From an optimization exercise on the open Yosys and OpenROAD flow, aimed at small area; shortcuts taken in it are not production practice. Where RTL was checked, it was by simulation tests only, not by an equivalence proof against the original. Function not checked in runs 2 and 3: the RTL went through the layout flow alone. Power and IR drop assume default switching activity.

$ cat design/flow/run.sh
#!/bin/bash
# synth_recipe.tcl (not shown) runs the flow's synth.tcl, then flattens the netlist and writes it again
# the make line also repeats each setting of config.mk as NAME=value (left out here)
make -C /OpenROAD-flow-scripts/flow DESIGN_CONFIG=/design/flow/config.mk WORK_HOME=/design/flow/orfs CLKGATE_MAP_FILE= SYNTH_SCRIPT=/design/flow/synth_recipe.tcl finish
$ cat design/flow/config.mk
export PLATFORM = sky130hd
export DESIGN_NAME = regfile_mp
export DESIGN_NICKNAME = regfile_mp
export VERILOG_FILES = /design/flow/design.v
export SDC_FILE = /design/flow/constraint.sdc
export NUM_CORES = 4
export LEC_CHECK = 0
export CAP_MARGIN = 20
export CORE_MARGIN = 2
export CORE_UTILIZATION = 40
export SLEW_MARGIN = 20
$ cat design/flow/constraint.sdc
create_clock -name core_clock -period 7.0 [get_ports {CLK}]
set_input_delay 1.4000 -clock core_clock [delete_from_list [all_inputs] [get_ports {CLK}]]
set_output_delay 1.4000 -clock core_clock [all_outputs]
set_load 0.01 [all_outputs]
$ cat design/flow/design.v
module regfile_mp_rd #(
  parameter int DW    = 32,
  parameter int AW    = 5,
  parameter int DEPTH = 32
) (
  input  logic [AW-1:0]              ra,
  input  logic                       we_a,
  input  logic [AW-1:0]              wa_a,
  input  logic [DW-1:0]              wd_a,
  input  logic                       we_b,
  input  logic [AW-1:0]              wa_b,
  input  logic [DW-1:0]              wd_b,
  input  logic [DEPTH-1:0][DW-1:0]   rf,
  input  logic [DEPTH-1:0]           busy,
  output logic [DW-1:0]              rd,
  output logic                       rbusy
);
  logic hit_a, hit_b;
  assign hit_a = we_a && (wa_a == ra);
  assign hit_b = we_b && (wa_b == ra);
  always_comb begin
    rd    = '0;
    rbusy = 1'b0;
    if (ra != '0) begin
      if (hit_b)      rd = wd_b;
      else if (hit_a) rd = wd_a;
      else            rd = rf[ra];
      rbusy = busy[ra] && !(hit_a || hit_b);
    end
  end
endmodule
module regfile_mp #(
  parameter int DW = 32,
  parameter int AW = 5,
  parameter int NR = 3
) (
  input  logic             CLK,
  input  logic             RST_N,
  input  logic             WE_A,
  input  logic [AW-1:0]    WA_A,
  input  logic [DW-1:0]    WD_A,
  input  logic             WE_B,
  input  logic [AW-1:0]    WA_B,
  input  logic [DW-1:0]    WD_B,
  input  logic [NR*AW-1:0] RA,
  output logic [NR*DW-1:0] RD,
  output logic [NR-1:0]    RBUSY,
  input  logic             ISS_EN,
  input  logic [AW-1:0]    ISS_A,
  output logic [AW:0]      NBUSY
);
  localparam int DEPTH = 2**AW;
  logic [DEPTH-1:0][DW-1:0] rf;
  logic [DEPTH-1:0]         busy, busy_nxt;
  logic [DEPTH-1:0]         hit_a, hit_b, hit_iss;
  logic [AW:0]              cnt_nxt;
  always_comb begin
    hit_a   = '0;
    hit_b   = '0;
    hit_iss = '0;
    for (int n = 1; n < DEPTH; n++) begin
      hit_a[n]   = WE_A   && (WA_A  == AW'(n));
      hit_b[n]   = WE_B   && (WA_B  == AW'(n));
      hit_iss[n] = ISS_EN && (ISS_A == AW'(n));
    end
  end
  always_comb begin
    busy_nxt = '0;
    for (int n = 1; n < DEPTH; n++)
      busy_nxt[n] = hit_iss[n] | (busy[n] & ~(hit_a[n] | hit_b[n]));
  end
  always_comb begin
    cnt_nxt = '0;
    for (int n = 0; n < DEPTH; n++)
      cnt_nxt = cnt_nxt + {{AW{1'b0}}, busy_nxt[n]};
  end
  always_ff @(posedge CLK or negedge RST_N) begin
    if (!RST_N) begin
      rf    <= '0;
      busy  <= '0;
      NBUSY <= '0;
    end else begin
      for (int n = 0; n < DEPTH; n++) begin
        if (hit_b[n])      rf[n] <= WD_B;
        else if (hit_a[n]) rf[n] <= WD_A;
      end
      busy  <= busy_nxt;
      NBUSY <= cnt_nxt;
    end
  end
  genvar i;
  generate
    for (i = 0; i < NR; i++) begin : g_rd
      regfile_mp_rd #(.DW(DW), .AW(AW), .DEPTH(DEPTH)) u_rd (
        .ra    (RA[i*AW +: AW]),
        .we_a  (WE_A),
        .wa_a  (WA_A),
        .wd_a  (WD_A),
        .we_b  (WE_B),
        .wa_b  (WA_B),
        .wd_b  (WD_B),
        .rf    (rf),
        .busy  (busy),
        .rd    (RD[i*DW +: DW]),
        .rbusy (RBUSY[i])
      );
    end
  endgenerate
endmodule
==> results of run 1 <==
[stage by stage]
stage,power (mW),util [%],instances
6_report,24.8,45.6,9694
5_1_grt,26.1,45.6,9691
4_1_cts,24.7,45.6,9687
3_5_place_dp,18.0,43.4,9462
3_3_place_gp,17.7,43.3,9459
2_1_floorplan,15.1,-,7303
[state kept, by name (all words and copies together), names as in the netlist]
name	flops
rf	992
busy	31
NBUSY	6
[power groups by stage]
| stage | Combinational (mW) | Sequential (mW) | Clock [mW] |
|---|---|---|---|
| final | 8.78 | 9.24 | 6.76 |
| after global routing | 9.56 | 9.48 | 7.02 |
| after CTS | 8.71 | 9.18 | 6.79 |
| after detailed placement | 8.70 | 9.26 | 0 |
| after global placement | 8.60 | 9.10 | 0 |
| after floorplan | 6.39 | 8.73 | 0 |
[placed cells by master, fill, tap and decap left out, types with 11 or more instances in the layout]
cell             instances
inv_1                   76
buf_12                  58
fa_1                    21
mux2i_1               1011
buf_4                  359
clkbuf_16              119
a32oi_1                 75
mux4_2                 606
nor3_1                  15
nand3_1                 63
bufinv_16               14
nor2_4                  12
nand2_1                269
a21oi_1                776
clkinv_2                32
o31ai_1                 30
dfrtp_1               1029
nor2b_1                 15
a22oi_1                 30
nand2_4                 32
clkdlybuf4s50_1        194
o21ai_1                 11
clkbuf_1                18
clkbuf_8                24
a211oi_1                59
o21ai_0                287
xnor2_1                 20
mux2_2                 340
a221oi_1               122
xor2_1                  13
nor2_1                1029
o22ai_1                277
nand2b_1                11
a32o_1                  14
[final timing paths]
| check | startpoint | end |
|---|---|---|
| worst max-delay path | RA[9] | RD[33] |
| worst max register to register | busy[8]$_DFF_PN0_ | NBUSY[4]$_DFF_PN0_ |
| min in group core_clock | rf[725]$_DFFE_PN0P_ | rf[725]$_DFFE_PN0P_ |
| worst min register to register | rf[725]$_DFFE_PN0P_ | rf[725]$_DFFE_PN0P_ |
| max in group asynchronous | RST_N | rf[795]$_DFFE_PN0P_ |
| worst min-delay path | RST_N | busy[30]$_DFF_PN0_ |
[critical path: stages]
cell and delay [ps]:
clkdlybuf4s50_1 960, or3_2 810, buf_4 370, a221oi_1 80
nor2_1 220, nand3_1 300, o21ai_0 570, clkdlybuf4s50_1 650
[kinds of logic (layout without fill, tap and decap cells)]
| kind of cell | count (synthesis) | in the layout | synth area share [%] |
|---|---|---|---|
| fa+ha+maj | 30 | 30 | 0.732 |
| compound gates | 1705 | 1705 | 13.5 |
| other cells | 0 | 4 | 0 |
| mux | 1957 | 1957 | 36.9 |
| buf+inv | 1016 | 923 | 5.78 |
| xor+xnor | 33 | 33 | 0.386 |
| flops | 1029 | 1029 | 34.4 |
| simple gates | 1533 | 1533 | 8.38 |
[cell type report]
cell class                 count  share of cell area [%]
multi-input combinational   5258                    53.7
sequential                  1029                    30.4
timing repair buffer         621                    7.05
clock buffer                 161                    3.99
tap                         2480                    3.66
clock inverter                64                   0.889
inverter                      77                   0.344
antenna                        4                  0.0118
[layer usage]
| metal | vias to the layer above | wire length, um |
|---|---|---|
| li1 | 26783 | - |
| met1 | 32193 | 118000 |
| met2 | 4833 | 142000 |
| met3 | 1365 | 42200 |
| met4 | 8 | 27300 |
| met5 | - | 48 |
==> qor.yml, run 1 <==
power_frac_seq_pct: 37.3
cts_tree: "built"
path_clk_slew_ps: 60
rows: 158
dp_hpwl_um: 195000
synth-seq-area-share_pct: 34.4
syn_area_mm2: 0.0749
synth_top_area_share_pct: 34.4
grtUsageMet2_pct: 50.0
arrival_ps: 5400
n_fill_cell: 17082
first_global_vias: 62734
core_region_area_mm2: 0.186
timing.hold.ws_ps: 615
routed_via_density: 6.72
wl_per_cell_um: 34.0
yosys_most_used_dff: "dfrtp_1"
cts_max_level: 3
vias: 65182
synth_common_cells: "nor2_1, dfrtp_1, mux2i_1"
hold_viol_final: 0
grt_pass1_wl_um: 467000
remaining_drc_errors: 0
start_util_pct: 40.3
cts_root_buffer: "clkbuf_16"
ys_warn_count: 2
worst_pin_slew_ps: 1270
place_area_mm2: 0.0805
combPwrFrac_pct: 35.4
outcome: "no timing/DRC/antenna violations"
ys_types: 69
synth.avg_cell_area_um2: 10.3
place_ws_ps: -337
die_x_um: 437
period_needed_ps: 6800
syn_nets: 7432
synth_edf_count: 0
numCtsBuffers: 119
ys_ff_latch: 1029
portBuffers: 203
fin_crit_sh_pct: 97.2
multi_input_area_mm2: 0.0454
skew_ps: 24.9
final_antenna_net_count: 0
busiest_layer: "met2"
cts_resized: 0
pin_count: 204
grt_max_degree: 163
worstPathMaxFanout: 14
async_reset_ff_share_pct: 100
switching_share_pct: 34.4
slew_violations: 0
internal_power_mw: 16.3
power.switching_mw: 8.52
timing.final.ws_setup_ps: 197
area_delta_synth_final_pct: 13.1
fin_nets: 7235
slew-limit-headroom_pct: 15.3
setup_violations: 0
fin_tns_setup_ps: 0
grt_use_met1_pct: 42.3
synth.largest_area_cell: "dfrtp_1"
hold_class: "input pin to asynchronous set/reset pin"
required_ps: 5600
grt_antenna_before_repair: 7
clock_path_buffers: 3
met3_usage_pct: 10.7
grtUsageTotal_pct: 33.8
post_cts_buffers: 0
cts_hold_buffers: 0
yosysMostFrequentCell: "nor2_1"
cts_sinks: 1029
maxCapViolations: 0
place_congestion: 0.956
reg2reg_slack_ps: 1820
cp-end-kind: "output port"
gr-total-overflow: 0
syn_inst: 7303
insertion_delay_ps: 810
die_h_um: 437
path_class: "input pin to output port"
fmax_mhz: 147
power_frac_clock_pct: 27.3
drtIter0Drc: 9041
p_leak_nw: 35.3
synthTopCellsByArea: "dfrtp_1, mux4_2, mux2i_1"
rsz0062_at_grt: "false"
routed_wl_um: 330000
final_area_mm2: 0.0847
power_density_mw_per_mm2: 293
r2r_cells: 17
seqCellArea_mm2: 0.0257
layout-drive-gt1-share_pct: 23.5
drtPass1Iterations: 9
cp-start-kind: "input pin"
peakVddDrop_v: 0.000518
die-area_mm2: 0.191
==> run 2: changes to the inputs <==
==> design/flow/design.v (replaced) <==
module regfile_mp_rdbit #(
  parameter int N = 33
) (
  input  logic [N-1:0] sel,
  input  logic [N-1:0] d,
  output logic         q
);
  assign q = |(sel & d);
endmodule
module regfile_mp_wrbit (
  input  logic hold,
  input  logic sel_b,
  input  logic sel_a,
  input  logic q,
  input  logic wd_b,
  input  logic wd_a,
  output logic d
);
  assign d = (hold & q) | (sel_b & wd_b) | (sel_a & wd_a);
endmodule
module regfile_mp #(
  parameter int DW = 32,
  parameter int AW = 5,
  parameter int NR = 3
) (
  input  logic             CLK,
  input  logic             RST_N,
  input  logic             WE_A,
  input  logic [AW-1:0]    WA_A,
  input  logic [DW-1:0]    WD_A,
  input  logic             WE_B,
  input  logic [AW-1:0]    WA_B,
  input  logic [DW-1:0]    WD_B,
  input  logic [NR*AW-1:0] RA,
  output logic [NR*DW-1:0] RD,
  output logic [NR-1:0]    RBUSY,
  input  logic             ISS_EN,
  input  logic [AW-1:0]    ISS_A,
  output logic [AW:0]      NBUSY
);
  localparam int DEPTH = 2**AW;
  logic [DEPTH-1:1][DW-1:0] rf;
  logic [DEPTH-1:0]         valid, busy, busy_nxt;
  logic [DEPTH-1:0]         hit_a, hit_b, hit_iss;
  logic [DEPTH-1:0]         sel_a, sel_b, hold;
  logic [AW:0]              cnt_nxt;
  always_comb begin
    hit_a   = '0;
    hit_b   = '0;
    hit_iss = '0;
    for (int n = 1; n < DEPTH; n++) begin
      hit_a[n]   = WE_A   && (WA_A  == AW'(n));
      hit_b[n]   = WE_B   && (WA_B  == AW'(n));
      hit_iss[n] = ISS_EN && (ISS_A == AW'(n));
    end
    sel_b = hit_b;
    sel_a = hit_a & ~hit_b;
    hold  = ~(hit_a | hit_b);
  end
  always_comb begin
    busy_nxt = '0;
    for (int n = 1; n < DEPTH; n++)
      busy_nxt[n] = hit_iss[n] | (busy[n] & ~(hit_a[n] | hit_b[n]));
  end
  always_comb begin
    cnt_nxt = '0;
    for (int n = 0; n < DEPTH; n++)
      cnt_nxt = cnt_nxt + {{AW{1'b0}}, busy_nxt[n]};
  end
  always_ff @(posedge CLK or negedge RST_N) begin
    if (!RST_N) begin
      valid <= '0;
      busy  <= '0;
      NBUSY <= '0;
    end else begin
      valid <= valid | hit_a | hit_b;
      busy  <= busy_nxt;
      NBUSY <= cnt_nxt;
    end
  end
  logic [DEPTH-1:1][DW-1:0] rf_nxt;
  genvar gn, gb, gi;
  generate
    for (gn = 1; gn < DEPTH; gn++) begin : g_row
      for (gb = 0; gb < DW; gb++) begin : g_bit
        regfile_mp_wrbit u_wr (
          .hold (hold[gn]), .sel_b (sel_b[gn]), .sel_a (sel_a[gn]),
          .q (rf[gn][gb]), .wd_b (WD_B[gb]), .wd_a (WD_A[gb]),
          .d (rf_nxt[gn][gb])
        );
      end
    end
  endgenerate
  always_ff @(posedge CLK) rf <= rf_nxt;
  logic [NR-1:0][DEPTH:0] rsel;
  generate
    for (gi = 0; gi < NR; gi++) begin : g_sel
      logic [AW-1:0] ra;
      logic          ra_nz, hw_a, hw_b;
      assign ra    = RA[gi*AW +: AW];
      assign ra_nz = (ra != '0);
      assign hw_b  = ra_nz && WE_B && (WA_B == ra);
      assign hw_a  = ra_nz && WE_A && (WA_A == ra);
      assign rsel[gi][0] = hw_b;
      assign rsel[gi][1] = hw_a && !hw_b;
      for (gn = 1; gn < DEPTH; gn++) begin : g_n
        assign rsel[gi][gn+1] = (ra == AW'(gn)) && valid[gn] && !hw_a && !hw_b;
      end
      assign RBUSY[gi] = busy[ra] && !(hw_a || hw_b);
    end
  endgenerate
  generate
    for (gi = 0; gi < NR; gi++) begin : g_port
      for (gb = 0; gb < DW; gb++) begin : g_bit
        logic [DEPTH:0] dcol;
        assign dcol[0] = WD_B[gb];
        assign dcol[1] = WD_A[gb];
        for (gn = 1; gn < DEPTH; gn++) begin : g_col
          assign dcol[gn+1] = rf[gn][gb];
        end
        regfile_mp_rdbit #(.N(DEPTH+1)) u_rd (.sel (rsel[gi]), .d (dcol), .q (RD[gi*DW + gb]));
      end
    end
  endgenerate
endmodule
--- a/design/flow/config.mk
+++ b/design/flow/config.mk
@@ -6,6 +6,9 @@
 export NUM_CORES = 4
 export LEC_CHECK = 0
-export CAP_MARGIN = 20
+export CAP_MARGIN = 0
 export CORE_MARGIN = 2
-export CORE_UTILIZATION = 40
-export SLEW_MARGIN = 20
+export CORE_UTILIZATION = 70
+export CTS_BUF_LIST = sky130_fd_sc_hd__clkbuf_4 sky130_fd_sc_hd__clkbuf_8
+export GPL_TIMING_DRIVEN = 0
+export SLEW_MARGIN = 0
+export SYNTH_HIERARCHICAL = 1
==> run 2 against run 1 <==
Net effect:
- the flow now stops in global routing
- area after synthesis is 26% lower
- synthesized cell count is 21% lower
==> qor.yml, run 2 <==
cts_max_level: 4
ys_warn_count: 7
dp_hpwl_um: 195000
place_area_mm2: 0.0620
rows: 102
outcome: "stopped before the end"
start_util_pct: 70.9
first_global_vias: 82311
stop_error: "[ERROR GRT-0116] Global routing finished with congestion. Check the congestion regions in the DRC Viewer."
portBuffers: 183
synth_top_area_share_pct: 36.0
synth_common_cells: "a22oi_1, a222oi_1, inv_1"
place_congestion: 1.42
yosysMostFrequentCell: "a22oi_1"
synth_edf_count: 0
numCtsBuffers: 172
die_h_um: 285
cts_root_buffer: "clkbuf_8"
grt_max_degree: 69
lastStage: "global routing"
clock_path_buffers: 3
synth.avg_cell_area_um2: 9.54
synth-seq-area-share_pct: 39.1
syn_nets: 5907
die_x_um: 285
yosys_most_used_dff: "dfxtp_1"
pin_count: 204
syn_inst: 5778
ys_types: 50
grt_pass1_wl_um: 597000
async_reset_ff_share_pct: 6.42
synth.largest_area_cell: "dfxtp_1"
syn_area_mm2: 0.0551
ys_ff_latch: 1060
place_inst: 7122
gr-total-overflow: 3066
grtUsageTotal_pct: 97.8
synthTopCellsByArea: "dfxtp_1, a222oi_1, a22oi_1"
cts_sinks: 1060
## run 2: Yosys stat by module, one instance, submodules excluded, a selection
module            copies in the design  cells  flip-flops and latches
regfile_mp_wrbit                   992      2                       0
regfile_mp                           1   1682                    1060
## run 2: power by group through the flow
stage               clock, mW  sequential [mW]  combinational [mW]
floorplan                   0             8.90                3.96
CTS                      6.02             9.29                6.24
global placement            0             9.14                5.64
detailed placement          0             9.33                6.02
## run 2: stage by stage
stage | setup TNS (ps) | setup slack, ps | power [mW]
after CTS | 0 | 1.12 | 21.6
after detailed placement | -105350 | -2240 | 15.3
after floorplan | -66.5 | -66.5 | 12.9
after global placement | -908700 | -5400 | 14.8
## run 2: timing repair
| action | 4_1_cts |
|---|---|
| gates cloned | 40 |
| hold buffers | 0 |
| setup buffers | 57 |
| endpoints found under the setup margin | 102 |
| pin swaps | 57 |
| resized for setup | 154 |
## run 2: metal layers
layer  global-route usage, %  overflow
met1                    95.3       388
met5                    85.3        87
met2                     105      1352
met3                    93.8       491
met4                    98.3       748
## run 2: how the worst max path moves through the flow
stage                          to  slack (ps)  depth (start not counted)
2_1_floorplan  NBUSY[4]$_DFF_PN0_         -70                         19
3_3_place_gp               RD[36]       -5400                         10
3_5_place_dp   NBUSY[4]$_DFF_PN0_       -2240                         18
4_1_cts                    RD[15]           1                         13
## run 2: cell families after synthesis
logic type	count (synthesis)	synth area share, %
fa+ha+maj	30	0.994
buf+inv	1073	7.36
mux	29	0.969
flops	1060	39.1
xor+xnor	33	0.524
simple gates	922	9.52
compound gates	2631	41.5
==> run 3: changes to the inputs <==
--- a/design/flow/design.v
+++ b/design/flow/design.v
@@ -1,2 +1,9 @@
+module regfile_mp_rd3 (
+  input  logic [2:0] sel,
+  input  logic [2:0] d,
+  output logic       y_n
+);
+  assign y_n = ~|(sel & d);
+endmodule
 module regfile_mp_rdbit #(
   parameter int N = 33
@@ -6,5 +13,16 @@
   output logic         q
 );
-  assign q = |(sel & d);
+  localparam int NG = (N + 2) / 3;
+  logic [3*NG-1:0] sel_p, d_p;
+  logic [NG-1:0]   y_n;
+  assign sel_p = {{(3*NG-N){1'b0}}, sel};
+  assign d_p   = {{(3*NG-N){1'b0}}, d};
+  genvar g;
+  generate
+    for (g = 0; g < NG; g++) begin : g_grp
+      regfile_mp_rd3 u_rd3 (.sel (sel_p[3*g +: 3]), .d (d_p[3*g +: 3]), .y_n (y_n[g]));
+    end
+  endgenerate
+  assign q = ~&y_n;
 endmodule
 module regfile_mp_wrbit (
@@ -93,9 +111,13 @@
   endgenerate
   always_ff @(posedge CLK) rf <= rf_nxt;
+  logic [DEPTH-1:1] vh, bh;
+  assign vh = valid[DEPTH-1:1] & hold[DEPTH-1:1];
+  assign bh = busy[DEPTH-1:1]  & hold[DEPTH-1:1];
   logic [NR-1:0][DEPTH:0] rsel;
   generate
     for (gi = 0; gi < NR; gi++) begin : g_sel
-      logic [AW-1:0] ra;
-      logic          ra_nz, hw_a, hw_b;
+      logic [AW-1:0]    ra;
+      logic             ra_nz, hw_a, hw_b;
+      logic [DEPTH-1:1] dec;
       assign ra    = RA[gi*AW +: AW];
       assign ra_nz = (ra != '0);
@@ -105,7 +127,8 @@
       assign rsel[gi][1] = hw_a && !hw_b;
       for (gn = 1; gn < DEPTH; gn++) begin : g_n
-        assign rsel[gi][gn+1] = (ra == AW'(gn)) && valid[gn] && !hw_a && !hw_b;
+        assign dec[gn] = (ra == AW'(gn));
+        assign rsel[gi][gn+1] = dec[gn] && vh[gn];
       end
-      assign RBUSY[gi] = busy[ra] && !(hw_a || hw_b);
+      assign RBUSY[gi] = |(dec & bh);
     end
   endgenerate
==> design/flow/flow/run.sh (new file) <==
#!/bin/bash
# Standard layout (the standard.sh, standard synthesis unchanged), with the port buffers
# made from plain buffers instead of the default delay-cell buffers; every port still gets one.
set -o pipefail
export BUFFER_PORTS_ARGS="-buffer_cell sky130_fd_sc_hd__buf_2"
bash standard.sh > standard.log 2>&1
==> design/flow/standard.sh (new file) <==
#!/bin/bash
# synth_recipe.tcl (not shown) runs the flow's synth.tcl, then flattens the netlist and writes it again
# the make line also repeats each setting of config.mk as NAME=value (left out here)
make -C /OpenROAD-flow-scripts/flow DESIGN_CONFIG=/design/flow/config.mk WORK_HOME=/design/flow/orfs CLKGATE_MAP_FILE= SYNTH_SCRIPT=/design/flow/synth_recipe.tcl "${@:-finish}"
--- a/design/flow/config.mk
+++ b/design/flow/config.mk
@@ -8,5 +8,5 @@
 export CAP_MARGIN = 0
 export CORE_MARGIN = 2
-export CORE_UTILIZATION = 70
+export CORE_UTILIZATION = 55
 export CTS_BUF_LIST = sky130_fd_sc_hd__clkbuf_4 sky130_fd_sc_hd__clkbuf_8
 export GPL_TIMING_DRIVEN = 0
removed: design/flow/run.sh
==> run 3 against run 2 <==
Net effect:
- the run again fails in global routing
- synthesized cell count is 9.3% lower
- area after synthesis down 4.3%
==> qor.yml, run 3 <==
cts_max_level: 4
ys_types: 70
grtUsageTotal_pct: 81.2
stop_error: "[ERROR GRT-0116] Global routing finished with congestion. Check the congestion regions in the DRC Viewer."
synthTopCellsByArea: "a222oi_1, dfxtp_1, inv_1"
die_h_um: 314
synth_common_cells: "a222oi_1, inv_1, dfxtp_1"
yosysMostFrequentCell: "a222oi_1"
synth_edf_count: 0
dp_hpwl_um: 249000
synth.largest_area_cell: "a222oi_1"
die_x_um: 314
cts_root_buffer: "clkbuf_8"
syn_nets: 5371
ys_warn_count: 7
first_global_vias: 76441
grt_max_degree: 51
async_reset_ff_share_pct: 6.42
gr-total-overflow: 599
pin_count: 204
numCtsBuffers: 179
syn_inst: 5242
ys_ff_latch: 1060
synth-seq-area-share_pct: 40.9
yosys_most_used_dff: "dfxtp_1"
grt_pass1_wl_um: 583000
rows: 113
place_ws_ps: -1840
start_util_pct: 55.5
syn_area_mm2: 0.0528
portBuffers: 193
clock_path_buffers: 3
cts_sinks: 1060
place_congestion: 1.09
synth_top_area_share_pct: 38.9
lastStage: "global routing"
outcome: "stopped before the end"
cts_hold_buffers: 0
place_area_mm2: 0.0647
synth.avg_cell_area_um2: 10.1
==> run 3: power by group through the flow <==
stage	combinational, mW	sequential [mW]	clock [mW]
floorplan	3.94	8.80	0
global placement	5.44	9.04	0
detailed placement	5.92	9.24	0
CTS	6.03	9.16	6.22
==> run 3: per-module statistics from Yosys, one instance, submodules excluded, a selection <==
module,flip-flops and latches,area [um2]
regfile_mp_rd3,0,10.0
regfile_mp,1060,26200
regfile_mp_wrbit,0,13.8
==> run 3: how the worst max path moves through the flow <==
stage / startpoint / endpoint / slack [ps]
after floorplan: WA_B[2] / RD[64] / -2
after global placement: RA[2] / RD[21] / -8150
after detailed placement: WA_B[0] / NBUSY[4]$_DFF_PN0_ / -1840
after CTS: WA_B[1] / NBUSY[4]$_DFF_PN0_ / -10
==> run 3: through the flow <==
step | hold slack, ps | TNS [ps] | std cells
floorplan | 435 | -66.2 | 5242
CTS | 376 | -17.8 | 7476
global placement | 448 | -4221110 | 6700
detailed placement | 452 | -100340 | 7094
==> run 3: kinds of logic after synthesis <==
| logic type | share of synthesized area, % |
|---|---|
| AOI/OAI and AO/OA | 41.0 |
| xor gates and xnor gates | 0.448 |
| adders and majority gates | 1.04 |
| buffers and inverters | 7.98 |
| DFF | 40.9 |
| muxes | 0.178 |
| and+or+nand+nor | 8.46 |
==> run 3: repair_timing <==
action | in CTS
pin swaps | 29
gates cloned | 2
endpoints found under the setup margin | 102
gates resized for setup | 32
setup buffers | 53
==> run 3: routing by layer <==
| metal | track usage [%] | GRT overflow |
|---|---|---|
| met3 | 71.4 | 21 |
| met4 | 76.1 | 237 |
| met1 | 82.3 | 25 |
| met2 | 93.5 | 316 |
| met5 | 42.4 | 0 |

==> afterwards: timing with drivers on the ports <==
Ports are ideal in the flow. The routed layout listed here was re-timed in OpenROAD. Step 1, drivers: a clkbuf_16 drives CLK and a buf_2 each remaining input, both assumed. Step 2, shift: input delay + t, output delay - t, t = (earliest + latest rising clock arrival at the registers) / 2. This alone moves slack from input paths to output paths. Three values: ideal, step 1, step 2; two values: the first two.
run: run 1
t, ns: 0.881
slack for setup (ns): 0.197 / 0.173 / -0.341
latest minus earliest clock arrival (ns): 0.039 / 0.039
worst data-port slew with drivers (ns): 0.11
pins driven straight from the clock port: 1
With both steps, setup timing fails in run 1, where it was met with ideal ports. For run 1, drivers alone change the setup slack by -0.024 ns; drivers and shift together by -0.538 ns.
